From an optimization exercise on the open Yosys and OpenROAD flow, aimed at small area and a short achievable clock period; shortcuts taken in it are not production practice. In this exercise RTL edits were held to simulation tests only and were not proved equivalent to the original. Power and IR drop assume default switching activity.

===== design/flow/design.v =====
package gshare_pkg;
    localparam int HIST_BITS = 10;
    localparam int PC_BITS = 32;
    localparam int TABLE_SIZE = 1 << HIST_BITS;
endpackage : gshare_pkg
`timescale 1ns/10ps
module g_nor2 (input logic a, b, output logic y);
    assign y = ~(a | b);
endmodule
module g_ao8 (input logic [7:0] a, input logic [7:0] s, output logic y);
    assign y = |(a & s);
endmodule
module g_ao16 (input logic [15:0] a, input logic [15:0] s, output logic y);
    assign y = |(a & s);
endmodule
module g_or8 (input logic [7:0] a, output logic y);
    assign y = |a;
endmodule
module read_decode (
    input  logic [5:0]  index,
    output logic [63:0] col
);
    logic [7:0] hi;
    logic [7:0] lo;
    always_comb begin
        for (int i = 0; i < 8; i++) hi[i] = (index[5:3] == i[2:0]);
        for (int i = 0; i < 8; i++) lo[i] = (index[2:0] == i[2:0]);
        for (int c = 0; c < 64; c++) col[c] = hi[c / 8] & lo[c % 8];
    end
endmodule
module read_row (
    input  logic [63:0] data,
    input  logic [63:0] col,
    output logic        y
);
    logic [7:0] grp;
    for (genvar k = 0; k < 8; k++) begin : g_grp
        g_ao8 u (.a(data[8 * k +: 8]), .s(col[8 * k +: 8]), .y(grp[k]));
    end
    g_or8 u_or (.a(grp), .y(y));
endmodule
`timescale 1ns/10ps
module pattern_table (
    input  logic       clk,
    input  logic       rst,
    input  logic [8:0] read_pair,     
    input  logic       read_odd,      
    output logic [1:0] read_ctr,      
    input  logic       wr_valid,
    input  logic [9:0] wr_index,
    input  logic [1:0] wr_ctr
);
    logic [1023:0][1:0] table_q;
    logic [31:0]        row_sel_n;
    logic [31:0]        col_sel_n;
    logic [1023:0]      wr_en;
    logic [1:0]         wr_data;
    always_comb begin
        for (int r = 0; r < 32; r++) begin
            row_sel_n[r] = ~(rst | (wr_valid & (wr_index[9:5] == r[4:0])));
            col_sel_n[r] = ~(rst | (wr_valid & (wr_index[4:0] == r[4:0])));
        end
    end
    assign wr_data = rst ? 2'b01 : wr_ctr;
    for (genvar i = 0; i < 1024; i++) begin : g_ent
        g_nor2 u_en (.a(row_sel_n[i / 32]), .b(col_sel_n[i % 32]), .y(wr_en[i]));
        always_ff @(posedge clk) begin
            if (wr_en[i]) begin
                table_q[i] <= wr_data;
            end
        end
    end
    logic [63:0]            rd_col;
    logic [15:0][1:0][63:0] cand_in;
    logic [15:0][1:0]       cand_d;
    logic [15:0][1:0]       cand_q;
    logic [15:0]            pick_d;
    logic [15:0]            pick_q;
    logic [1:0][15:0]       cand_bit;
    read_decode u_dec (
        .index(read_pair[5:0]),
        .col(rd_col)
    );
    always_comb begin
        for (int s = 0; s < 16; s++) begin
            for (int c = 0; c < 64; c++) begin
                cand_in[s][0][c] = table_q[(s / 2) * 128 + c * 2 + (s % 2)][0];
                cand_in[s][1][c] = table_q[(s / 2) * 128 + c * 2 + (s % 2)][1];
            end
            pick_d[s] = ({read_pair[8:6], read_odd} == s[3:0]);
        end
    end
    for (genvar s = 0; s < 16; s++) begin : g_cand
        for (genvar b = 0; b < 2; b++) begin : g_bit
            read_row u_row (.data(cand_in[s][b]), .col(rd_col), .y(cand_d[s][b]));
        end
    end
    always_ff @(posedge clk) begin
        cand_q <= cand_d;
        pick_q <= pick_d;
    end
    always_comb begin
        for (int s = 0; s < 16; s++) begin
            cand_bit[0][s] = cand_q[s][0];
            cand_bit[1][s] = cand_q[s][1];
        end
    end
    for (genvar b = 0; b < 2; b++) begin : g_out
        g_ao16 u_pick (.a(cand_bit[b]), .s(pick_q), .y(read_ctr[b]));
    end
endmodule
`timescale 1ns/10ps
module gshare_predictor (
    input  logic        clk,
    input  logic        rst,
    input  logic        req_valid,
    input  logic [31:0] req_pc,
    output logic        req_ready,
    output logic        pred_valid,
    output logic        pred_taken,
    input  logic        res_valid,
    input  logic        res_taken,
    output logic        res_ready,
    output logic        mispredict
);
    logic [9:0] hist_q;
    logic [9:1] cur_hi_q;
    logic [9:0] stage_index_q;
    logic [1:0] stage_ctr;
    logic [9:0] q_index [0:3];
    logic [1:0] q_ctr   [0:3];
    logic [1:0] rd_ptr_q;
    logic [1:0] wr_ptr_q;
    logic [2:0] count_q;
    logic [9:0] head_hist_q;
    logic       wr_valid_q;
    logic [9:0] wr_index_q;
    logic [1:0] wr_ctr_q;
    logic [9:0] cur_hist;
    logic       read_odd;
    logic [9:0] head_index;
    logic [1:0] head_ctr;
    logic [1:0] next_ctr;
    logic       accept;
    logic       fire;
    logic       mis_d;
    logic       pv_d;
    logic [2:0] count_d;
    logic [9:0] hist_d;
    assign pred_taken = stage_ctr[1];
    assign accept = req_valid & req_ready;
    assign fire   = res_valid & res_ready;
    assign cur_hist = pred_valid ? {hist_q[8:0], pred_taken} : hist_q;
    assign read_odd = req_pc[2] ^ cur_hist[0];
    assign head_index = q_index[rd_ptr_q];
    assign head_ctr   = q_ctr[rd_ptr_q];
    always_comb begin
        case (head_ctr)
            2'b00:   next_ctr = res_taken ? 2'b01 : 2'b00;
            2'b01:   next_ctr = res_taken ? 2'b10 : 2'b00;
            2'b10:   next_ctr = res_taken ? 2'b11 : 2'b01;
            default: next_ctr = res_taken ? 2'b11 : 2'b10;
        endcase
    end
    assign mis_d   = fire & (res_taken != head_ctr[1]);
    assign pv_d    = accept & ~mis_d;
    assign count_d = mispredict ? 3'd0
                   : count_q + {2'b00, pred_valid} - {2'b00, fire};
    assign hist_d  = mispredict ? {head_hist_q[9:1], ~head_hist_q[0]} : cur_hist;
    pattern_table u_table (
        .clk,
        .rst,
        .read_pair(req_pc[11:3] ^ cur_hi_q),
        .read_odd,
        .read_ctr(stage_ctr),
        .wr_valid(wr_valid_q),
        .wr_index(wr_index_q),
        .wr_ctr(wr_ctr_q)
    );
    always_ff @(posedge clk) begin
        if (rst) begin
            hist_q <= '0;
            cur_hi_q <= '0;
            pred_valid <= 1'b0;
            req_ready <= 1'b0;
            res_ready <= 1'b0;
            rd_ptr_q <= '0;
            wr_ptr_q <= '0;
            count_q <= '0;
            wr_valid_q <= 1'b0;
            mispredict <= 1'b0;
        end else begin
            hist_q <= hist_d;
            cur_hi_q <= pv_d ? hist_d[8:0] : hist_d[9:1];
            pred_valid <= pv_d;
            req_ready <= ~mis_d & ({1'b0, count_d} + {3'b000, pv_d} < 4'd4);
            res_ready <= ~mis_d & (count_d != 3'd0);
            count_q <= count_d;
            wr_valid_q <= fire;
            mispredict <= mis_d;
            if (mispredict) begin
                rd_ptr_q <= '0;
                wr_ptr_q <= '0;
            end else begin
                if (pred_valid) wr_ptr_q <= wr_ptr_q + 2'd1;
                if (fire) rd_ptr_q <= rd_ptr_q + 2'd1;
            end
        end
    end
    always_ff @(posedge clk) begin
        stage_index_q <= {req_pc[11:3] ^ cur_hi_q, read_odd};
        wr_index_q <= head_index;
        wr_ctr_q <= next_ctr;
        head_hist_q <= (count_q == 3'd0) ? hist_q
                     : fire ? {head_hist_q[8:0], head_ctr[1]} : head_hist_q;
    end
    always_ff @(posedge clk) begin
        if (pred_valid) begin
            q_index[wr_ptr_q] <= stage_index_q;
            q_ctr[wr_ptr_q] <= stage_ctr;
        end
    end
endmodule

===== design/flow/run.sh =====
#!/bin/bash
# synth_recipe.tcl (not shown) runs the flow's synth.tcl, then flattens the netlist and writes it again
# the make line also repeats each setting of config.mk as NAME=value (left out here)
make -C /OpenROAD-flow-scripts/flow DESIGN_CONFIG=/design/flow/config.mk WORK_HOME=/design/flow/orfs CLKGATE_MAP_FILE= SYNTH_SCRIPT=/design/flow/synth_recipe.tcl finish

===== design/flow/config.mk =====
export PLATFORM = sky130hd
export DESIGN_NAME = gshare_predictor
export DESIGN_NICKNAME = gshare_predictor
export VERILOG_FILES = /design/flow/design.v
export SDC_FILE = /design/flow/constraint.sdc
export NUM_CORES = 4
export LEC_CHECK = 0
export CAP_MARGIN = 20
export CORE_MARGIN = 2
export CORE_UTILIZATION = 55
export CTS_CLUSTER_DIAMETER = 80
export CTS_CLUSTER_SIZE = 20
export SETUP_SLACK_MARGIN = 3.0
export SLEW_MARGIN = 20
export SYNTH_HIERARCHICAL = 1

===== design/flow/constraint.sdc =====
create_clock -name core_clock -period 6.0 [get_ports {clk}]
set_input_delay 1.2000 -clock core_clock [delete_from_list [all_inputs] [get_ports {clk}]]
set_output_delay 1.2000 -clock core_clock [all_outputs]
set_load 0.01 [all_outputs]

==> metrics.md, run 1 <==
| Metric | Value |
|---|---|
| Placement Rows | 141 |
| WP depth | 5 |
| Crit path launch | u_table.cand_q[15]$_DFF_P_ |
| Crit path largest cell delay | 0.31 ns |
| Largest net degree at the start of global routing | 155 |
| Grt total ovfl | 0 |
| Initial Util | 55.4% |
| Final net count | 5667 |
| First-pass GRT wire length | 357000 um |
| Synth top area share | 77.5% |
| Synth warnings | 9 |
| Flops & latches, synth | 2209 |
| Post-Synth Adder-Cell Area | 0.141% |
| Leak pwr | 30.7 nW |
| Pre-Repair DR Iteration Count | 8 |
| DR vias | 51862 |
| R2r setup slk | 2.92 ns |
| Critical path's most frequent cell | buf_6 |
| Simple-gate area share of the yosys netlist | 8.52% |
| Syn_area_per_cell | 16.3 sq um |
| Fin crit period | 3.24 ns |
| Maximum clock frequency | 0.309 GHz |
| Chip height | 389 um |
| Worst EP required | 4.80 ns |
| Top Ports | 42 |
| Port Buf Inserts | 19 |
| Final slew viol count | 0 |
| Post-DRT Antenna Nets | 0 |
| Worst r2r src | cur_hi_q[5]$_SDFF_PP0_ |
| H-Tree Depth | 4 |
| Hpwl dp | 143000 um |
| Max_cap viols | 0 |
| Starting DRC count in detailed routing | 7461 |
| Clock transition at path regs | 0.08 ns |
| Post-Synth XOR/XNOR Area | 0.181% |
| Pwr dens | 339 nW/um^2 |
| Layout Utilization | 64.9% |
| Slowest CP cell | dfxtp_1 |
| DRC Markers | 0 |
| Layout Cells excl Fill | 7609 |
| Period Utilization, post-route | 54.0% |
| Critical Path AT | 2.04 ns |
| Clock skew | 0.0314 ns |
| # hold bufs at CTS | 0 |
| Mux contribution to synthesized area | 0.708% |
| Crit path capture type | output pin |
| Outcome | no timing/DRC/antenna violations |
| Area growth, synth to finish | 17.2% |
| Number of CTS-inserted buffers | 130 |
| Total Wirelength | 259000 um |
| Crit path cell chain | a22o_1 -> a221oi_2 -> nand4_1 -> buf_6 -> buf_6 |
| Post-synth EDFFs | 2106 |
| Placed cells | 7107 |
| Crit path max-delay family | compound AO/OA/AOI/OAI gates |
| DIE WIDTH | 389 um |
| Vias per cell | 6.82 |
| Setup crit end | pred_taken |
| Fillers | 10580 |
| Actual slew at the worst max-slew pin | 1.29 ns |
| CP Max Fanout | 2 |
| Initial antenna violation count | 4 |
| Final Wtd Congestion | 0.894 |
| Post-synth ARST share | 0% |
| Yosys cell types | 53 |
| Final setup fails | 0 |
| Synthesized Nets | 5043 |
| Number of global-route vias before repair | 50059 |
| Core area | 147000 sq um |
| Worst-Skew Late Latency | 0.79 ns |
| Crit Path Class | flip-flop to output pin |
| Compound-gate portion of the synthesized area | 10.2% |
| Overall power | 32.4 mW |
| RR Endpoint | u_table.cand_q[21]$_DFF_P_ |
| Hold depth | 0 |
| Top post-synthesis cells by area | edfxtp_1 (77%), a22oi_1 (9.4%), nor2_1 (5.1%) |
| Main combinational cell family by area after synthesis | compound AO/OA/AOI/OAI gates |
| Reg2Reg Depth | 13 |
| Cell Area, Synth | 81600 sq um |
| Clock Tree Buf Depth | 3 |
| Slew margin rel. | 13.6% |
| CTS tree | built |
| Main synth FF type | edfxtp_1 |
| Final hold violation count | 0 |
| CP bufs+invs | 2 |
| Die ar. | 152000 sq um |
| Synth Instances | 4999 |
| Layout cell share with drive strength beyond 1 | 17.0% |
| All-Layer GR Usage | 33.5% |
| Root Driver | clkbuf_16 |
| Top cell type by total area after synthesis | edfxtp_1 |
| Seq/Total Area, Yosys | 80.0% |
| Maximum vdd drop | 0.281 mV |
| RSZ-0062 raised after global routing | true |
| Routed WL per cell | 34.0 um |
| TritonCTS Sinks | 2209 |
| Hold crit path type | flip-flop to flip-flop |
| CP startpoint kind | flip-flop |
[cell usage in the layout, fill, tap and decap left out, drive strengths merged, types with 11 or more instances in the layout]
master / instances
edfxtp: 2106
nor2: 1158
a22oi: 1024
buf: 455
nand4: 259
clkbuf: 177
dfxtp: 103
nor4: 65
a21oi: 64
nand2: 50
inv: 24
mux2i: 18
nor3: 13
mux4: 12
mux2: 11
clkdlybuf4s50: 11
xor2: 11
[cell type report]
type                       count  area [sq um]  share of cell area [%]
timing repair buffer         471          5440                    5.69
clock buffer                 173          3700                    3.87
multi-input combinational   2790         18600                    19.5
inverter                      21          78.8                  0.0824
sequential                  2209         65300                    68.2
clock inverter                14           128                   0.133
tap                         1930          2410                    2.52
antenna                        1          2.50                 0.00262
[per-module statistics from Yosys (local to each module, per instance), excerpt]
module,times used,flops+latches,cell area (sq um)
g_or8,32,0,16.3
gshare_predictor,1,113,4110
read_decode,1,0,468
g_ao16,2,0,101
g_nor2,1024,0,3.75
g_ao8,256,0,36.3
pattern_table,1,2096,63200
[metrics by stage]
step	hold slack (ns)	instance area, sq um	setup slack (ns)	setup TNS (ns)
finish	0.481	95700	2.76	0
global route	0.493	95700	2.66	0
CTS	0.475	94600	2.73	0
global placement	0.453	86700	0.928	0
detailed placement	0.456	86800	0.874	0
floorplan	0.438	81700	-5.19	-9067.26
[synthesized netlist by cell type, types with 2 or more instances]
cell type / number
a22oi_1: 1024
edfxtp_1: 2106
maj3_1: 2
and4bb_2: 6
a211o_1: 2
a21oi_1: 64
mux2i_1: 18
and4b_2: 2
ha_1: 6
mux4_2: 11
or2_2: 4
nor4_1: 65
and4_1: 2
nand2_1: 50
nor2_1: 1103
dfxtp_1: 103
buf_6: 2
a221oi_2: 8
a22o_1: 8
nor2b_1: 7
and4b_1: 4
o21ai_0: 7
nor3b_1: 2
nand4bb_1: 6
mux2_2: 11
inv_1: 21
clkbuf_1: 24
and2_1: 7
nand2b_1: 7
or4b_1: 3
nand4b_1: 4
xnor2_1: 4
nor3_1: 13
nand4_1: 259
buf_2: 6
xor2_1: 11
[cells by family after synthesis]
kind of cell / count (synthesis)
buf+inv: 55
simple gates: 1550
mux: 41
flops: 2209
compound gates: 1119
fa+ha+maj: 9
xor+xnor: 16
[report_power, final]
group	switching (mW)	leakage, nW	internal (mW)	total (mW)
clock network	4.81	1.87	4.41	9.22
registers	0.445	20.2	18.9	19.3
logic	2.83	8.60	1.10	3.93
total	8.08	30.7	24.4	32.4
[what timing repair did]
| action | 4_1_cts | 5_1_grt |
|---|---|---|
| resized for setup | 239 | 95 |
| setup buffers | 206 | 38 |
| pin swaps | 155 | 102 |
| setup endpoints to repair | 33 | 33 |
| cloned | 63 | 6 |
[sequential cells by signal, indices dropped and copies added (netlist names), 2 cells and up, named ones only]
register,flops
hist_q,10
rd_ptr_q,2
q_index,40
head_hist_q,10
count_q,3
stage_index_q,10
wr_index_q,10
wr_ctr_q,2
wr_ptr_q,2
cur_hi_q,9
u_table.pick_q,16
q_ctr,8
u_table.cand_q,32
u_table.table_q,2048
[how the worst min path moves through the flow]
stage          slack [ns]                startpoint                 endpoint
2_1_floorplan        0.44  stage_index_q[0]$_DFF_P_  q_index[0][0]$_DFFE_PP_
3_3_place_gp         0.45  stage_index_q[2]$_DFF_P_  q_index[1][2]$_DFFE_PP_
3_5_place_dp         0.46  stage_index_q[9]$_DFF_P_  q_index[1][9]$_DFFE_PP_
4_1_cts              0.47  stage_index_q[9]$_DFF_P_  q_index[0][9]$_DFFE_PP_
5_1_grt              0.49  stage_index_q[9]$_DFF_P_  q_index[0][9]$_DFFE_PP_
6_report             0.48  stage_index_q[9]$_DFF_P_  q_index[1][9]$_DFFE_PP_
[worst reg2reg max path: cells and delay by family (launching register included)]
family	cells	cell delay (ns)
simple gates	5	1.04
buf+inv	6	1.01
flops	1	0.41
xor+xnor	1	0.35
compound gates	1	0.18
[per-layer routing]
layer,GRT usage (%),vias up,wire length [um]
met2,51.9,2926,120000
li1,-,21612,-
met1,45.7,26739,98200
met5,0,-,0
met4,19.0,0,16600
met3,5.25,585,23600
==> run 2: changes to the inputs <==
--- a/design/flow/design.v
+++ b/design/flow/design.v
@@ -10,40 +10,41 @@
 module g_ao8 (input logic [7:0] a, input logic [7:0] s, output logic y);
     assign y = |(a & s);
 endmodule
-module g_ao16 (input logic [15:0] a, input logic [15:0] s, output logic y);
-    assign y = |(a & s);
-endmodule
-module g_or8 (input logic [7:0] a, output logic y);
+module g_or16 (input logic [15:0] a, output logic y);
     assign y = |a;
 endmodule
 module read_decode (
-    input  logic [5:0]  index,
-    output logic [63:0] col
-);
-    logic [7:0] hi;
-    logic [7:0] lo;
-    always_comb begin
-        for (int i = 0; i < 8; i++) hi[i] = (index[5:3] == i[2:0]);
-        for (int i = 0; i < 8; i++) lo[i] = (index[2:0] == i[2:0]);
-        for (int c = 0; c < 64; c++) col[c] = hi[c / 8] & lo[c % 8];
+    input  logic [6:0]   pc,
+    input  logic [6:0]   hist,
+    output logic [127:0] col
+);
+    logic [15:0] hi;
+    logic [7:0]  lo;
+    logic [6:0]  index;
+    always_comb begin
+        index = pc ^ hist;
+        for (int i = 0; i < 16; i++) hi[i] = (index[6:3] == i[3:0]);
+        for (int i = 0; i < 8; i++)  lo[i] = (index[2:0] == i[2:0]);
+        for (int c = 0; c < 128; c++) col[c] = hi[c / 8] & lo[c % 8];
     end
 endmodule
 module read_row (
-    input  logic [63:0] data,
-    input  logic [63:0] col,
-    output logic        y
-);
-    logic [7:0] grp;
-    for (genvar k = 0; k < 8; k++) begin : g_grp
+    input  logic [127:0] data,
+    input  logic [127:0] col,
+    output logic         y
+);
+    logic [15:0] grp;
+    for (genvar k = 0; k < 16; k++) begin : g_grp
         g_ao8 u (.a(data[8 * k +: 8]), .s(col[8 * k +: 8]), .y(grp[k]));
     end
-    g_or8 u_or (.a(grp), .y(y));
+    g_or16 u_or (.a(grp), .y(y));
 endmodule
 `timescale 1ns/10ps
 module pattern_table (
     input  logic       clk,
     input  logic       rst,
-    input  logic [8:0] read_pair,     
+    input  logic [8:0] read_pc,       
+    input  logic [8:0] read_hist,     
     input  logic       read_odd,      
     output logic [1:0] read_ctr,      
     input  logic       wr_valid,
@@ -70,27 +71,28 @@
             end
         end
     end
-    logic [63:0]            rd_col;
-    logic [15:0][1:0][63:0] cand_in;
-    logic [15:0][1:0]       cand_d;
-    logic [15:0][1:0]       cand_q;
-    logic [15:0]            pick_d;
-    logic [15:0]            pick_q;
-    logic [1:0][15:0]       cand_bit;
+    logic [127:0]           rd_col;
+    logic [7:0][1:0][127:0] cand_in;
+    logic [7:0][1:0]        cand_d;
+    logic [7:0][1:0]        cand_q;
+    logic [7:0]             pick_d;
+    logic [7:0]             pick_q;
+    logic [1:0][7:0]        cand_bit;
     read_decode u_dec (
-        .index(read_pair[5:0]),
+        .pc(read_pc[6:0]),
+        .hist(read_hist[6:0]),
         .col(rd_col)
     );
     always_comb begin
-        for (int s = 0; s < 16; s++) begin
-            for (int c = 0; c < 64; c++) begin
-                cand_in[s][0][c] = table_q[(s / 2) * 128 + c * 2 + (s % 2)][0];
-                cand_in[s][1][c] = table_q[(s / 2) * 128 + c * 2 + (s % 2)][1];
+        for (int s = 0; s < 8; s++) begin
+            for (int c = 0; c < 128; c++) begin
+                cand_in[s][0][c] = table_q[(s / 2) * 256 + c * 2 + (s % 2)][0];
+                cand_in[s][1][c] = table_q[(s / 2) * 256 + c * 2 + (s % 2)][1];
             end
-            pick_d[s] = ({read_pair[8:6], read_odd} == s[3:0]);
-        end
-    end
-    for (genvar s = 0; s < 16; s++) begin : g_cand
+            pick_d[s] = ({read_pc[8:7] ^ read_hist[8:7], read_odd} == s[2:0]);
+        end
+    end
+    for (genvar s = 0; s < 8; s++) begin : g_cand
         for (genvar b = 0; b < 2; b++) begin : g_bit
             read_row u_row (.data(cand_in[s][b]), .col(rd_col), .y(cand_d[s][b]));
         end
@@ -100,13 +102,13 @@
         pick_q <= pick_d;
     end
     always_comb begin
-        for (int s = 0; s < 16; s++) begin
+        for (int s = 0; s < 8; s++) begin
             cand_bit[0][s] = cand_q[s][0];
             cand_bit[1][s] = cand_q[s][1];
         end
     end
     for (genvar b = 0; b < 2; b++) begin : g_out
-        g_ao16 u_pick (.a(cand_bit[b]), .s(pick_q), .y(read_ctr[b]));
+        g_ao8 u_pick (.a(cand_bit[b]), .s(pick_q), .y(read_ctr[b]));
     end
 endmodule
 `timescale 1ns/10ps
@@ -170,7 +172,8 @@
     pattern_table u_table (
         .clk,
         .rst,
-        .read_pair(req_pc[11:3] ^ cur_hi_q),
+        .read_pc(req_pc[11:3]),
+        .read_hist(cur_hi_q),
         .read_odd,
         .read_ctr(stage_ctr),
         .wr_valid(wr_valid_q),
--- a/design/flow/config.mk
+++ b/design/flow/config.mk
@@ -10,6 +10,6 @@
 export CORE_UTILIZATION = 55
 export CTS_CLUSTER_DIAMETER = 80
 export CTS_CLUSTER_SIZE = 20
-export SETUP_SLACK_MARGIN = 3.0
+export SETUP_SLACK_MARGIN = 3.4
 export SLEW_MARGIN = 20
 export SYNTH_HIERARCHICAL = 1
==> run 2 against run 1 <==
Against the previous run: sequential power barely moved; first-iteration DRC count shrank 5.3%; routed wire length decreased by 5.4%; largest cell class unchanged; clock skew is 0.0040 ns higher; count of clock-buffer cells in the layout rose by 12; maximum frequency up 8.5%; register-to-register slack better by 0.19 ns.
==> metrics.md, run 2 <==
| Metric | Value |
|---|---|
| Leading cell type in the layout, fill and taps excluded | edfxtp_1 |
| Slew margin rel. | 17.1% (+3.5 points) |
| Cell Area, Synth | 81300 sq um (-0.38%) |
| Yosys cell types | 49 (-7.5%) |
| Area growth, synth to finish | 15.5% |
| Final slew viol count | 0 (unchanged) |
| Count leader, synth | edfxtp_1 |
| Setup TNS | 0 ns (unchanged) |
| Clock Tree Buf Depth | 3 (unchanged) |
| Total Wirelength | 245000 um (-5.4%) |
| Seq/Total Area, Yosys | 79.7% (-0.29 points) |
| DRC Markers | 0 (unchanged) |
| Synth Instances | 5020 (+0.42%) |
| Crit path cell chain | buf_12 -> xnor2_4 -> buf_12 -> buf_6 -> nand4_1 -> buf_6 -> nor2_4 -> buf_6 -> a22oi_2 -> nand4_1 -> nor4_4 -> nand4_1 |
| Vias per cell | 6.75 (-1.0%) |
| Crit path largest cell delay | 0.56 ns (+0.25 ns) |
| Initial antenna violation count | 1 (-3) |
| Top post-synthesis cells by area | edfxtp_1 (78%), a22oi_1 (9.5%), nor2_1 (5.3%) |
| Chip height | 389 um (-0.19%) |
| Starting DRC count in detailed routing | 7062 (-5.3%) |
| Pwr dens | 330 nW/um^2 (-2.6%) |
| Final setup fails | 0 (unchanged) |
| Initial Util | 55.2% (-0.14 points) |
| Crit path max-delay family | simple AND/OR/NAND/NOR gates |
| Fin crit period | 2.99 ns (-0.253 ns) |
| Grt total ovfl | 0 (unchanged) |
| Worst EP required | 6.63 ns (+1.83 ns) |
| Port Buf Inserts | 19 (unchanged) |
| CP startpoint kind | input pin |
| Leak pwr | 30.0 nW (-2.3%) |
| CP Max Fanout | 8 (+6) |
| TritonCTS Sinks | 2185 (-1.1%) |
| Reg with most FFs | u_table.table_q |
| Post-synth ARST share | 0% (unchanged) |
| Max_cap viols | 0 (unchanged) |
| Most frequent cells in the layout | edfxtp_1 (2106), nor2_1 (1116), a22oi_1 (881) |
| Outcome | no timing/DRC/antenna violations |
| Number of global-route vias before repair | 49710 (-0.70%) |
| Number of CTS-inserted buffers | 121 (-6.9%) |
| Reg2Reg Depth | 11 (-2) |
| Pre-Repair DR Iteration Count | 6 (-2) |
| Final hold violation count | 0 (unchanged) |
| Hpwl dp | 146000 um (+2.3%) |
| Syn_area_per_cell | 16.2 sq um (-0.80%) |
| Synth top area share | 77.7% (+0.29 points) |
| All-Layer GR Usage | 31.8% (-1.7 points) |
| Hold_ws | 0.485 ns (+0.00321 ns) |
| Max FFs per register | 2048 (unchanged) |
| Clock skew | 0.0354 ns (+0.00398 ns) |
| Core area | 147000 sq um (-0.12%) |
| Period Utilization, post-route | 49.8% (-4.2 points) |
| Clock transition at path regs | 0.09 ns (about the same) |
| Top cell type by total area after synthesis | edfxtp_1 |
| Slowest CP cell | nor4_4 |
| Flops & latches, synth | 2185 (-1.1%) |
| WP depth | 12 (+7) |
| DR vias | 50940 (-1.8%) |
| Post-synth EDFFs | 2106 (unchanged) |
| Crit Path Class | input pin to flip-flop |
| Layout cell share with drive strength beyond 1 | 17.0% (-0.023 points) |
| Critical Path AT | 3.62 ns (+1.58 ns) |
| Main synth FF type | edfxtp_1 |
| Hold crit path type | flip-flop to flip-flop |
| Hold depth | 0 (unchanged) |
| Final net count | 5591 (-1.3%) |
| Die ar. | 151000 sq um (-0.37%) |
| Largest net degree at the start of global routing | 170 (+9.7%) |
| R2r setup slk | 3.11 ns (+0.19 ns) |
| Final Wtd Congestion | 0.885 (-1.0%) |
| CP bufs+invs | 5 (+3) |
| Commonest cells post-synth | edfxtp_1 (2106), nor2_1 (1158), a22oi_1 (1032) |
| Synthesized Nets | 5064 (+0.42%) |
| Worst-Skew Late Latency | 0.79 ns (about the same) |
| Maximum clock frequency | 0.335 GHz (+8.5%) |
| Crit path capture type | flip-flop |
| CTS tree | built |
| Top Ports | 42 (unchanged) |
| # hold bufs at CTS | 0 (unchanged) |
| Placement Rows | 141 (unchanged) |
| DIE WIDTH | 389 um (-0.19%) |
| Root Driver | clkbuf_16 |
| Routed WL per cell | 32.4 um (-4.7%) |
| H-Tree Depth | 3 (-1) |
| Maximum vdd drop | 0.328 mV (+17%) |
| Biggest regs | u_table.table_q x2048, q_index x40, u_table.cand_q x16 |
| First-pass GRT wire length | 344000 um (-3.8%) |
| Actual slew at the worst max-slew pin | 1.24 ns (-0.0496 ns) |
| Post-DRT Antenna Nets | 0 (unchanged) |
| Synth warnings | 9 (unchanged) |
| RSZ-0062 raised after global routing | true |
==> run 2: worst paths after layout <==
path,from,endpoint
setup / recovery,req_pc[9],u_table.cand_q[6]$_DFF_P_
hold / removal,stage_index_q[6]$_DFF_P_,q_index[1][6]$_DFFE_PP_
setup reg to reg,cur_hi_q[7]$_SDFF_PP0_,u_table.cand_q[6]$_DFF_P_
hold reg to reg,stage_index_q[6]$_DFF_P_,q_index[1][6]$_DFFE_PP_
==> run 2: what timing repair did <==
item,CTS,global route
buffers inserted,64,23
gates resized for setup,413,168
setup endpoints to repair,1395,538
pin swaps,136,96
gates cloned,17,7
==> run 2: kinds of logic (layout without fill, tap and decap cells) <==
kind of cell	after synthesis	in the layout	share of synthesized area, %
flip-flops	2185	2185	79.7
AND/OR/NAND/NOR	1588	1589	8.72
other	0	1	0
XOR/XNOR	34	34	0.375
buffers and inverters	52	650	0.300
multiplexers	41	41	0.711
AO/OA/AOI/OAI	1111	1113	10.1
adder cells (fa/ha/maj)	9	9	0.142
==> run 2: area by class of cell <==
class,count,area [sq um]
fill,10673,53400
tap,1930,2410
inverter,21,78.8
clock inverter,12,133
sequential,2185,64800
timing repair buffer,432,4410
multi-input combinational,2786,18800
antenna,1,2.50
clock buffer,185,3310
==> run 2: metal layers <==
layer	global-route usage [%]	routed length, um
met1	44.1	95600
met4	12.0	10700
met5	0	0
met3	5.85	22700
met2	50.7	116000
==> run 2: power breakdown <==
group          internal, mW  switching [mW]
Combinational         0.882            2.48
Sequential             18.6           0.479
Clock                  3.81            4.74
Total                  23.3            7.69
==> run 2: per-module statistics from Yosys, one instance, submodules excluded, excerpt <==
module / cell area (sq um) / flops+latches
gshare_predictor: 4110 / 113
g_or16: 31.3 / 0
g_ao8: 36.3 / 0
read_decode: 773 / 0
pattern_table: 62700 / 2072
g_nor2: 3.75 / 0
==> run 2: per-stage QoR <==
stage	worst slack [ns]	utilization (%)	instances	total power, mW	cell area [sq um]
final	3.01	63.8	7552	31.0	93900
after global routing	3.01	63.8	7551	31.9	93900
after CTS	3.05	63.1	7520	31.0	92900
after detailed placement	0.976	59.0	7242	22.4	87000
after global placement	1.04	58.9	7237	22.3	86800
after floorplan	-5.22	-	5020	21.0	81400
==> run 3: changes to the inputs <==
--- a/design/flow/config.mk
+++ b/design/flow/config.mk
@@ -7,7 +7,7 @@
 export LEC_CHECK = 0
 export CAP_MARGIN = 20
 export CORE_MARGIN = 2
-export CORE_UTILIZATION = 55
+export CORE_UTILIZATION = 65
 export CTS_CLUSTER_DIAMETER = 80
 export CTS_CLUSTER_SIZE = 20
 export SETUP_SLACK_MARGIN = 3.4
==> run 3 against run 2 <==
Against the previous run: synthesized cell count is the same; sequential share of layout area shrank 0.78 points; highest routed layer is now met5; design area grew 1.1%; critical endpoint is now pred_taken; clock skew shrank 0.013 ns; maximum frequency grew 1.2%; largest power group unchanged; count of clock-buffer cells in the layout grew 11; cell count shrank 2.1%; setup slack gained 0.036 ns.
==> metrics.md, run 3 <==
| Metric | Value |
|---|---|
| Comb pwr share | 10.9% (about the same) |
| WL met2 | 113000 um (-2.2%) |
| CP startpoint kind | flip-flop |
| Final hold violation count | 0 (unchanged) |
| Final setup fails | 0 (unchanged) |
| Worst EP required | 4.80 ns (-1.83 ns) |
| Max_cap viols | 0 (unchanged) |
| Syn_area_per_cell | 16.2 sq um (unchanged) |
| Pwr dens | 326 nW/um^2 (-1.3%) |
| Cell Area, Synth | 81300 sq um (unchanged) |
| DIE WIDTH | 358 um (-7.9%) |
| Initial Util | 65.6% (+10 points) |
| Final Wtd Congestion | 0.865 (-2.2%) |
| Clock Tree Buf Depth | 3 (unchanged) |
| Reg2Reg Depth | 11 (unchanged) |
| Commonest cells post-synth | edfxtp_1 (2106), nor2_1 (1158), a22oi_1 (1032) |
| Placed cells | 6932 (-4.3%) |
| Synth top area share | 77.7% (unchanged) |
| Period Utilization, post-route | 49.2% (-0.60 points) |
| CTS tree | built |
| Seq/Total Area, Yosys | 79.7% (unchanged) |
| Multi-input gate area | 18900 sq um (+0.80%) |
| Post-DRT Antenna Nets | 0 (unchanged) |
| Biggest regs | u_table.table_q x2048, q_index x40, u_table.cand_q x16 |
| Synthesized Nets | 5064 (unchanged) |
| Pre-Repair DR Iteration Count | 6 (unchanged) |
| Fin crit period | 2.95 ns (-0.0361 ns) |
| H-Tree Depth | 3 (unchanged) |
| Power Internal | 23.4 mW (+0.32%) |
| CP Max Fanout | 2 (-6) |
| WP depth | 4 (-8) |
| All-Layer GR Usage | 36.9% (+5.1 points) |
| Finished Cell Area | 95000 sq um (+1.1%) |
| RSZ-0062 raised after global routing | true |
| Final slew viol count | 0 (unchanged) |
| DRC Markers | 0 (unchanged) |
| Reg with most FFs | u_table.table_q |
| Top post-synthesis cells by area | edfxtp_1 (78%), a22oi_1 (9.5%), nor2_1 (5.3%) |
| Crit path max-delay family | flip-flops |
| Hold depth | 0 (unchanged) |
| Placement Rows | 129 (-8.5%) |
| Critical Path AT | 1.75 ns (-1.87 ns) |
| Number of global-route vias before repair | 49874 (+0.33%) |
| Register Area | 64800 sq um (about the same) |
| Setup ws final | 3.05 ns (+0.0361 ns) |
| TritonCTS Sinks | 2185 (unchanged) |
| Crit path largest cell delay | 0.33 ns (-0.23 ns) |
| Vias per cell | 7.03 (+4.2%) |
| Crit Path Class | flip-flop to output pin |
| Die ar. | 128000 sq um (-15%) |
| Crit path cell chain | a22oi_2 -> nand4_1 -> buf_6 -> buf_6 |
| Slew margin rel. | 19.9% (+2.9 points) |
| Number of CTS-inserted buffers | 119 (-1.7%) |
| Actual slew at the worst max-slew pin | 1.20 ns (-0.0454 ns) |
| Worst-Skew Late Latency | 0.76 ns (-0.03 ns) |
| Chip height | 358 um (-7.9%) |
| Met3 wire len | 26500 um (+16%) |
| First-pass GRT wire length | 336000 um (-2.5%) |
| Initial antenna violation count | 1 (unchanged) |
| Layout cell share with drive strength beyond 1 | 19.3% (+2.3 points) |
| # diodes | 0 (-1) |
| Hpwl dp | 142000 um (-3.3%) |
| Root Driver | clkbuf_16 |
| Grt total ovfl | 0 (unchanged) |
| Overall power | 31.0 mW (-0.19%) |
| Slowest CP cell | dfxtp_2 |
| Switching share of power | 24.4% (-0.39 points) |
| Most frequent cells in the layout | edfxtp_1 (2106), nor2_1 (1096), a22oi_1 (872) |
| Top sig layer | met5 |
| Place WS | 0.890 ns (-0.0856 ns) |
| Outcome | no timing/DRC/antenna violations |
| Max FFs per register | 2048 (unchanged) |
| Clock skew | 0.0228 ns (-0.0126 ns) |
| Largest net degree at the start of global routing | 190 (+12%) |
| Post-synth EDFFs | 2106 (unchanged) |
| Crit path capture type | output pin |
| Placed inst area | 86500 sq um (-0.51%) |
| Leak pwr | 30.8 nW (+2.5%) |
| # hold bufs at CTS | 0 (unchanged) |
| Wire length on met1 | 85200 um (-11%) |
| DR vias | 51943 (+2.0%) |
| Hold_ws | 0.495 ns (+0.0103 ns) |
| Top cell type by total area after synthesis | edfxtp_1 |
| Layout Cells excl Fill | 7390 (-2.1%) |
| Fillers | 7289 (-32%) |
| Starting DRC count in detailed routing | 8414 (+19%) |
| Top Ports | 42 (unchanged) |
| Total Wirelength | 239000 um (-2.5%) |
| Area growth, synth to finish | 16.8% |
| Count leader, synth | edfxtp_1 |
| CP bufs+invs | 2 (-3) |
| Synth warnings | 9 (unchanged) |
| Hold crit path type | flip-flop to flip-flop |
| Routed WL per cell | 32.3 um (-0.35%) |
| Clock transition at path regs | 0.09 ns (about the same) |
| Core area | 124000 sq um (-16%) |
| Maximum clock frequency | 0.339 GHz (+1.2%) |
| Leading cell type in the layout, fill and taps excluded | edfxtp_1 |
| Post-synth ARST share | 0% (unchanged) |
| Synth Instances | 5020 (unchanged) |
| Register share of total power | 61.7% (about the same) |
| Main synth FF type | edfxtp_1 |
| Critical path's most frequent cell | buf_6 |
| Port Buf Inserts | 19 (unchanged) |
| NetSw | 7.56 mW (-1.7%) |
| Yosys cell types | 49 (unchanged) |
| Flops & latches, synth | 2185 (unchanged) |
| Clk network pwr share | 27.3% (-0.3 points) |
| Final net count | 5717 (+2.3%) |
| Maximum vdd drop | 0.316 mV (-3.5%) |
-- run 3: cell counts after synthesis --
No cell type changed its count.
-- run 3: final timing paths --
path / from / endpoint / slack [ns]
hold / removal: stage_index_q[6]$_DFF_P_ / q_index[3][6]$_DFFE_PP_ / 0.49
setup reg to reg: cur_hi_q[7]$_SDFF_PP0_ / u_table.cand_q[5]$_DFF_P_ / 3.18
hold reg to reg: stage_index_q[6]$_DFF_P_ / q_index[3][6]$_DFFE_PP_ / 0.49
setup / recovery: u_table.cand_q[5]$_DFF_P_ / pred_taken / 3.05
-- run 3: logic make-up after synthesis --
kind of cell               after synthesis  synth area share [%]
DFF                                   2185                  79.7
and+or+nand+nor                       1588                  8.72
AOI/OAI and AO/OA                     1111                  10.1
buffers and inverters                   52                 0.300
muxes                                   41                 0.711
xor gates and xnor gates                34                 0.375
adders and majority gates                9                 0.142
-- run 3: per-module statistics from Yosys (local to each module, per instance), a selection --
| module | area (sq um) | copies in the design | cells | flip-flops and latches |
|---|---|---|---|---|
| pattern_table | 62700 | 1 | 2188 | 2072 |
| g_ao8 | 36.3 | 258 | 5 | 0 |
| gshare_predictor | 4110 | 1 | 264 | 113 |
| g_or16 | 31.3 | 16 | 5 | 0 |
| g_nor2 | 3.75 | 1024 | 1 | 0 |
| read_decode | 773 | 1 | 174 | 0 |
-- run 3: metrics by stage --
step,setup TNS (ns),util [%]
after floorplan,-9120.37,-
after global placement,0,69.6
after detailed placement,0,69.8
after CTS,0,75.7
after global routing,0,76.7
final,0,76.7
-- run 3: timing repair --
action / in CTS / in global routing
endpoints found under the setup margin: 1858 / 619
pin swaps: 188 / 110
gates resized for setup: 535 / 129
buffers inserted: 156 / 71
cloned: 21 / 8
-- run 3: power by group through the flow --
stage | clock [mW] | sequential (mW) | combinational [mW]
after global placement | 0 | 19.3 | 2.83
after floorplan | 0 | 19.6 | 1.43
after CTS | 8.49 | 19.1 | 3.24
after global routing | 9.06 | 19.2 | 3.53
final | 8.47 | 19.1 | 3.39
after detailed placement | 0 | 19.4 | 2.90
-- run 3: worst reg2reg max path, cell delays in order (launching register included) --
cell,delay (ns)
dfxtp_2,0.46
xnor2_4,0.10
buf_6,0.14
buf_4,0.13
nand4_1,0.13
buf_12,0.18
nor2_4,0.07
buf_6,0.15
a22oi_1,0.26
nand4_1,0.36
nor4_4,0.53
nand4_1,0.17
-- run 3: area by class of cell --
cell class | instances | area share, %
Clock inverter | 5 | 0.0421
Multi-Input combinational cell | 2786 | 19.9
Clock buffer | 196 | 3.55
Sequential cell | 2185 | 68.2
Tap cell | 1637 | 2.16
Inverter | 21 | 0.0830
Timing Repair Buffer | 560 | 6.04
-- run 3: per-layer routing --
metal  vias up  global-route usage, %
li1      21713                      -
met1     26426                   49.9
met2      3249                   58.4
met3       553                   7.23
met4         2                   18.5
met5         -                      0
==> run 4: changes to the inputs <==
--- a/design/flow/config.mk
+++ b/design/flow/config.mk
@@ -8,8 +8,8 @@
 export CAP_MARGIN = 20
 export CORE_MARGIN = 2
 export CORE_UTILIZATION = 65
-export CTS_CLUSTER_DIAMETER = 80
-export CTS_CLUSTER_SIZE = 20
+export CTS_CLUSTER_DIAMETER = 90
+export CTS_CLUSTER_SIZE = 25
 export SETUP_SLACK_MARGIN = 3.4
 export SLEW_MARGIN = 20
 export SYNTH_HIERARCHICAL = 1
==> run 4 against run 3 <==
Against the previous run: cell count down 1.4%; routed wire length about the same; still clean on timing, DRC and antenna; global-route usage down 0.50 points; clock power down 9.7%; count of clock-buffer cells in the layout down 45; setup slack worse by 0.013 ns; maximum frequency down 0.43%; combinational power about the same.
==> metrics.md, run 4 <==
| Metric | Value |
|---|---|
| Outcome | no timing/DRC/antenna violations |
| Worst EP required | 6.61 ns (+1.81 ns) |
| Crit path largest cell delay | 0.38 ns (+0.05 ns) |
| Grt total ovfl | 0 (unchanged) |
| DIE WIDTH | 358 um (unchanged) |
| Setup TNS | 0 ns (unchanged) |
| CP Max Fanout | 7 (+5) |
| Synth Instances | 5020 (unchanged) |
| Number of CTS-inserted buffers | 97 (-18%) |
| Syn_area_per_cell | 16.2 sq um (unchanged) |
| Initial antenna violation count | 4 (+3) |
| Pwr dens | 321 nW/um^2 (-1.4%) |
| Finished Cell Area | 93900 sq um (-1.2%) |
| Max_cap viols | 0 (unchanged) |
| Die ar. | 128000 sq um (unchanged) |
| Hpwl dp | 142000 um (unchanged) |
| Final slew viol count | 0 (unchanged) |
| Cell Area, Synth | 81300 sq um (unchanged) |
| Reg with most FFs | u_table.table_q |
| Core area | 124000 sq um (unchanged) |
| Leading cell type in the layout, fill and taps excluded | edfxtp_1 |
| Leak pwr | 30.1 nW (-2.1%) |
| Seq/Total Area, Yosys | 79.7% (unchanged) |
| Starting DRC count in detailed routing | 8493 (+0.94%) |
| Met1 usage | 49.3% (-0.56 points) |
| Crit Path Class | input pin to flip-flop |
| CTS tree | built |
| Crit path capture type | flip-flop |
| Pre-Repair DR Iteration Count | 6 (unchanged) |
| Synthesized Nets | 5064 (unchanged) |
| Main synth FF type | edfxtp_1 |
| Synth warnings | 9 (unchanged) |
| Commonest cells post-synth | edfxtp_1 (2106), nor2_1 (1158), a22oi_1 (1032) |
| Top post-synthesis cells by area | edfxtp_1 (78%), a22oi_1 (9.5%), nor2_1 (5.3%) |
| DR vias | 51848 (-0.18%) |
| Placed inst area | 86500 sq um (unchanged) |
| All-Layer GR Usage | 36.4% (-0.50 points) |
| Setup ws final | 3.04 ns (-0.0127 ns) |
| Max FFs per register | 2048 (unchanged) |
| Number of global-route vias before repair | 49362 (-1.0%) |
| Place WS | 0.890 ns (unchanged) |
| CP bufs+invs | 6 (+4) |
| RSZ-0062 raised after global routing | true |
| Most used routing layer | met2 |
| Placement Rows | 129 (unchanged) |
| DRC Markers | 0 (unchanged) |
| Slew margin rel. | 26.9% (+7.0 points) |
| Period Utilization, post-route | 49.4% (+0.21 points) |
| Critical path's most frequent cell | buf_12 |
| Top Ports | 42 (unchanged) |
| Hold crit path type | flip-flop to flip-flop |
| Total Wirelength | 239000 um (about the same) |
| Port Buf Inserts | 19 (unchanged) |
| Actual slew at the worst max-slew pin | 1.09 ns (-0.105 ns) |
| Clock Tree Buf Depth | 3 (unchanged) |
| GR met3 Demand/Resource | 6.68% (-0.54 points) |
| Vias per cell | 7.11 (+1.2%) |
| TritonCTS Sinks | 2185 (unchanged) |
| Initial Util | 65.6% (unchanged) |
| Area growth, synth to finish | 15.5% |
| Critical Path AT | 3.57 ns (+1.82 ns) |
| First-pass GRT wire length | 331000 um (-1.3%) |
| Fin crit period | 2.96 ns (+0.0127 ns) |
| CP startpoint kind | input pin |
| Slowest CP cell | nand4_1 |
| Final hold violation count | 0 (unchanged) |
| Crit path cell chain | buf_6 -> xnor2_4 -> nand3_2 -> buf_12 -> buf_12 -> buf_12 -> nor2_4 -> buf_6 -> a22oi_1 -> nand4_1 -> nor4_2 -> buf_4 -> nand4_1 |
| Post-synth ARST share | 0% (unchanged) |
| Count leader, synth | edfxtp_1 |
| Crit path max-delay family | simple AND/OR/NAND/NOR gates |
| Met2 GRT Util | 57.8% (-0.56 points) |
| Post-synth EDFFs | 2106 (unchanged) |
| Post-DRT Antenna Nets | 0 (unchanged) |
| Root Driver | clkbuf_16 |
| Most frequent cells in the layout | edfxtp_1 (2106), nor2_1 (1106), a22oi_1 (871) |
| Final setup fails | 0 (unchanged) |
| Maximum vdd drop | 0.325 mV (+2.8%) |
| Worst-Skew Late Latency | 0.75 ns (about the same) |
| Layout Utilization | 75.8% (-0.88 points) |
| Layout cell share with drive strength beyond 1 | 18.1% (-1.3 points) |
| Yosys cell types | 49 (unchanged) |
| Clock skew | 0.0291 ns (+0.00637 ns) |
| Final net count | 5641 (-1.3%) |
| Synth top area share | 77.7% (unchanged) |
| Final Wtd Congestion | 0.865 (unchanged) |
| Largest net degree at the start of global routing | 190 (unchanged) |
| Flops & latches, synth | 2185 (unchanged) |
| Clock transition at path regs | 0.10 ns (about the same) |
| # hold bufs at CTS | 0 (unchanged) |
| H-Tree Depth | 3 (unchanged) |
| Chip height | 358 um (unchanged) |
| Routed WL per cell | 32.8 um (+1.4%) |
| Fillers | 7501 (+2.9%) |
| Top cell type by total area after synthesis | edfxtp_1 |
| Maximum clock frequency | 0.338 GHz (-0.43%) |
| Biggest regs | u_table.table_q x2048, q_index x40, u_table.cand_q x16 |
run 4: per-stage QoR:
stage | hold WS (ns) | total power, mW | std cells
2_1_floorplan | 0.438 | 21.0 | 5020
3_3_place_gp | 0.450 | 22.2 | 6921
3_5_place_dp | 0.462 | 22.3 | 6932
4_1_cts | 0.485 | 30.0 | 7219
5_1_grt | 0.513 | 30.9 | 7288
6_report | 0.491 | 30.2 | 7289
run 4: final cells by class:
class	count	area (sq um)	area share (%)
diodes	1	2.50	0.00266
clock buffers	151	2760	2.94
clock inverters	2	25.0	0.0266
inverters	21	78.8	0.0839
multi-input cells	2791	18900	20.2
flip-flops and latches	2185	64800	69.0
well taps	1637	2050	2.18
repair buffers	501	5250	5.59
run 4: power by group:
group	total [mW]	switching [mW]	internal [mW]
Sequential	19.1	0.464	18.6
Clock	7.65	4.46	3.19
Combinational	3.42	2.48	0.947
Total	30.2	7.40	22.8
run 4: cell families (layout without fill, tap and decap cells):
family	after synthesis	after routing	share of synthesized area [%]
muxes	41	41	0.711
DFF	2185	2185	79.7
and+or+nand+nor	1588	1592	8.72
AOI/OAI and AO/OA	1111	1115	10.1
xor gates and xnor gates	34	34	0.375
adders and majority gates	9	9	0.142
other	0	1	0
buffers and inverters	52	675	0.300
run 4: worst paths after layout:
| path | from | end | slack, ns | cells past startpoint |
|---|---|---|---|---|
| worst max-delay path | req_pc[4] | u_table.cand_q[10]$_DFF_P_ | 3.04 | 13 |
| worst min register to register | stage_index_q[7]$_DFF_P_ | q_index[1][7]$_DFFE_PP_ | 0.49 | 0 |
| worst min-delay path | stage_index_q[7]$_DFF_P_ | q_index[1][7]$_DFFE_PP_ | 0.49 | 0 |
| worst max register to register | cur_hi_q[2]$_SDFF_PP0_ | u_table.cand_q[10]$_DFF_P_ | 3.18 | 12 |
run 4: timing repair:
action / in CTS / in global routing
pin swaps: 173 / 118
setup endpoints to repair: 2042 / 699
resized for setup: 479 / 150
gates cloned: 19 / 8
buffers inserted: 115 / 61
run 4: metal layers:
layer  wire, um  up-vias
li1           -    21527
met1      84900    26433
met2     113000     3303
met3      26500      581
met4      14100        4
met5         59        -
run 4: Yosys stat by module (local to each module, per instance), a selection:
| module | flops+latches | times used | area [sq um] |
|---|---|---|---|
| g_ao8 | 0 | 258 | 36.3 |
| g_or16 | 0 | 16 | 31.3 |
| gshare_predictor | 113 | 1 | 4110 |
| pattern_table | 2072 | 1 | 62700 |
| g_nor2 | 0 | 1024 | 3.75 |
| read_decode | 0 | 1 | 773 |

-- what the ideal ports hide --
How much do the figures lean on ideal ports? The routed layouts below were timed once more, with nothing changed but the port constraints.
Step 1 assumes that a clkbuf_16 drives the clock port and a buf_2 every other input.
Step 2 adds t to the input delays and takes it off the output delays; t is the mean of the earliest and latest rising clock arrival at the registers after step 1. Input paths then give back, and output paths get back, about the clock's delay inside the block.
Slacks: ideal / step 1 / step 2; pairs: ideal / step 1.
run	t, ns	setup WS [ns]	hold slack, ns	clock arrival spread, ns	worst data-port slew with drivers (ns)
run 1	0.856	2.760 / 2.675 / 1.956	0.481 / 0.481 / 0.481	0.032 / 0.032	0.07
run 2	0.855	3.014 / 2.983 / 2.184	0.485 / 0.485 / 0.485	0.036 / 0.036	0.11
run 3	0.835	3.050 / 2.968 / 2.254	0.495 / 0.495 / 0.495	0.028 / 0.029	0.07
run 4	0.807	3.037 / 3.044 / 2.272	0.491 / 0.491 / 0.491	0.035 / 0.034	0.06
After both steps every run listed still meets setup and hold. For run 2, which loses most, drivers alone change the setup slack by -0.031 ns; drivers and shift together by -0.830 ns.
